From an optimization exercise on the open Yosys and OpenROAD flow, aimed at small area; shortcuts taken in it are not production practice. Only simulation tests tie the RTL to the original design; equivalence was not proved. Power figures rest on the tool's default switching activity, not on a simulated workload.

Setup of main:
==> flow/design.v (excerpt) <==
module div_request_scheduler #(
   parameter int unsigned LATENCY = 36,
   parameter int unsigned DEPTH   = 64,
   parameter int unsigned TAG_W   = 8
) (
   input  logic             aclk,
   input  logic             rst,
   input  logic             req_valid,
   output logic             req_ready,
   input  logic [31:0]      req_dividend,
   input  logic [31:0]      req_divisor,
   input  logic [TAG_W-1:0] req_tag,
   output logic [31:0]      div_dividend_tdata,
   output logic             div_dividend_tvalid,
   output logic [31:0]      div_divisor_tdata,
   output logic             div_divisor_tvalid,
   input  logic [63:0]      div_dout_tdata,
   output logic             res_valid,
   input  logic             res_ready,
   output logic [31:0]      res_quotient,
   output logic [31:0]      res_fraction,
   output logic [TAG_W-1:0] res_tag,
   output logic             res_div_zero,
   output logic             busy
);
   localparam int unsigned PTR_W = $clog2(DEPTH);
   logic [PTR_W:0]   acc_ptr, cap_ptr, rd_ptr;
   logic             issue_v;
   logic [1:0]       trk [LATENCY];
   logic [1:0]       trk_in;
   localparam int unsigned BLANK_W = $clog2(LATENCY + 1);
   logic [BLANK_W-1:0] blank;
   logic [TAG_W-1:0] tag_mem  [DEPTH];
   logic [63:0]      data_mem [DEPTH];
   logic             dz_mem   [DEPTH];
   logic             accept, capture, pop, cap_dz, cap_neg, full;
   logic [63:0]      cap_data;
   assign full      = (acc_ptr[PTR_W] != rd_ptr[PTR_W]) && (acc_ptr[PTR_W-1:0] == rd_ptr[PTR_W-1:0]);
   assign req_ready = !rst && !full;
   assign accept    = req_valid && req_ready;
   assign busy      = (acc_ptr != rd_ptr);
   assign res_valid = (cap_ptr != rd_ptr);
   assign pop       = res_valid && res_ready;
   assign div_dividend_tvalid = issue_v;
   assign div_divisor_tvalid  = issue_v;
   always_ff @(posedge aclk) begin
      div_dividend_tdata <= req_dividend;
      div_divisor_tdata  <= req_divisor;
   end
   always_ff @(posedge aclk) begin
      if (rst) issue_v <= 1'b0;
      else     issue_v <= accept;
   end
   assign trk_in[1] = issue_v && (div_divisor_tdata == 32'd0);
   assign trk_in[0] = issue_v && ((div_divisor_tdata != 32'd0) || div_dividend_tdata[31]);
   always_ff @(posedge aclk) begin
      trk[0] <= trk_in;
  ...
Settings: LEC_CHECK=0, CAP_MARGIN=20, CORE_MARGIN=2, CORE_UTILIZATION=55, SLEW_MARGIN=20, SYNTH_HIERARCHICAL=1, SYNTH_MEMORY_MAX_BITS=8192; clock period 8.0 ns.
standard.sh (not shown) runs the stock make flow with config.mk's settings and CLKGATE_MAP_FILE= SYNTH_SCRIPT=/design/flow/synth_recipe.tcl, a recipe that flattens the netlist after the stock synthesis.
==> flow/flow/run.sh <==
#!/bin/bash
# The standard layout (the standard.sh: standard synthesis, floorplan, power grid, taps,
# placement, CTS, routing), with two changes to how the layout is made:
#  - ports are buffered with the smallest buffer (buf_1) instead of clkdlybuf4s50_1;
#  - CTS clusters up to 27 sinks within 70 um per leaf buffer and adds no dummy loads.
# The whole make output goes to standard.log in this folder.
set -euo pipefail
export BUFFER_PORTS_ARGS="-buffer_cell sky130_fd_sc_hd__buf_1"
export CTS_ARGS="-sink_clustering_enable -repair_clock_nets -sink_clustering_size 27 -sink_clustering_max_diameter 70 -dont_use_dummy_load"
bash standard.sh > standard.log 2>&1
main: flow completed, timing, DRC and antenna clean
Relative to main, the following input files were edited for the feature branch:
Settings: CTS_CLUSTER_SIZE newly set to 27; CTS_CLUSTER_DIAMETER newly set to 70.
==> flow/run.sh (new file) <==
#!/bin/bash
# synth_recipe.tcl (not shown) runs the flow's synth.tcl, then flattens the netlist and writes it again
# the make line also repeats each setting of config.mk as NAME=value (left out here)
make -C /OpenROAD-flow-scripts/flow DESIGN_CONFIG=/design/flow/config.mk WORK_HOME=/design/flow/orfs CLKGATE_MAP_FILE= SYNTH_SCRIPT=/design/flow/synth_recipe.tcl finish
removed: flow/flow/run.sh
removed: flow/standard.sh
Notes after the runs:
Across the feature branch and main, none had a timing, DRC or antenna violation. The count of clock-buffer cells in the layout in the feature branch sits about 19% above the value recorded for main. Sum of internal, switching and leakage power, the feature branch and main: lower on main. Diff main -> the feature branch: static leakage rose by 1.5 nW, buffering overhead rose by 1.2 points, total number of clock tree sinks stayed essentially flat, sequential share of layout area fell by 1.4 points, ratio of final minimum period to clock period rose by 2.1 points. Going from main to the feature branch, routed via count divided by cell count shrank slightly. The lower final instance area of the feature branch and main is in main. The higher post-detailed-routing wire length came out of main.

## port drivers added, routing unchanged
No port has a modelled driver above. Below, the same layouts with a new extraction and two added sets of constraints. Step 1 (the two cells are an assumption about what drives the block):
set clk [get_ports {aclk}]
set_driving_cell -lib_cell sky130_fd_sc_hd__clkbuf_16 $clk
set_driving_cell -lib_cell sky130_fd_sc_hd__buf_2 [delete_from_list [all_inputs] $clk]
Step 2 also shifts input and output timing later by t, the mid clock arrival at the registers, as if the neighbouring blocks saw the same clock. Three values: no drivers, after step 1, after step 2; two values: the first two.
run | t (ns) | setup slack, ns | worst setup path after step 2 | slew at the worst register clock pin (ns) | pins driven straight from the clock port
main | 1.032 | 0.510 / 0.408 / 1.441 | register to output | 0.11 / 0.11 | 1
the feature branch | 1.054 | 0.342 / 0.239 / 1.292 | register to output | 0.11 / 0.11 | 1
After both steps every run listed still meets setup and hold.
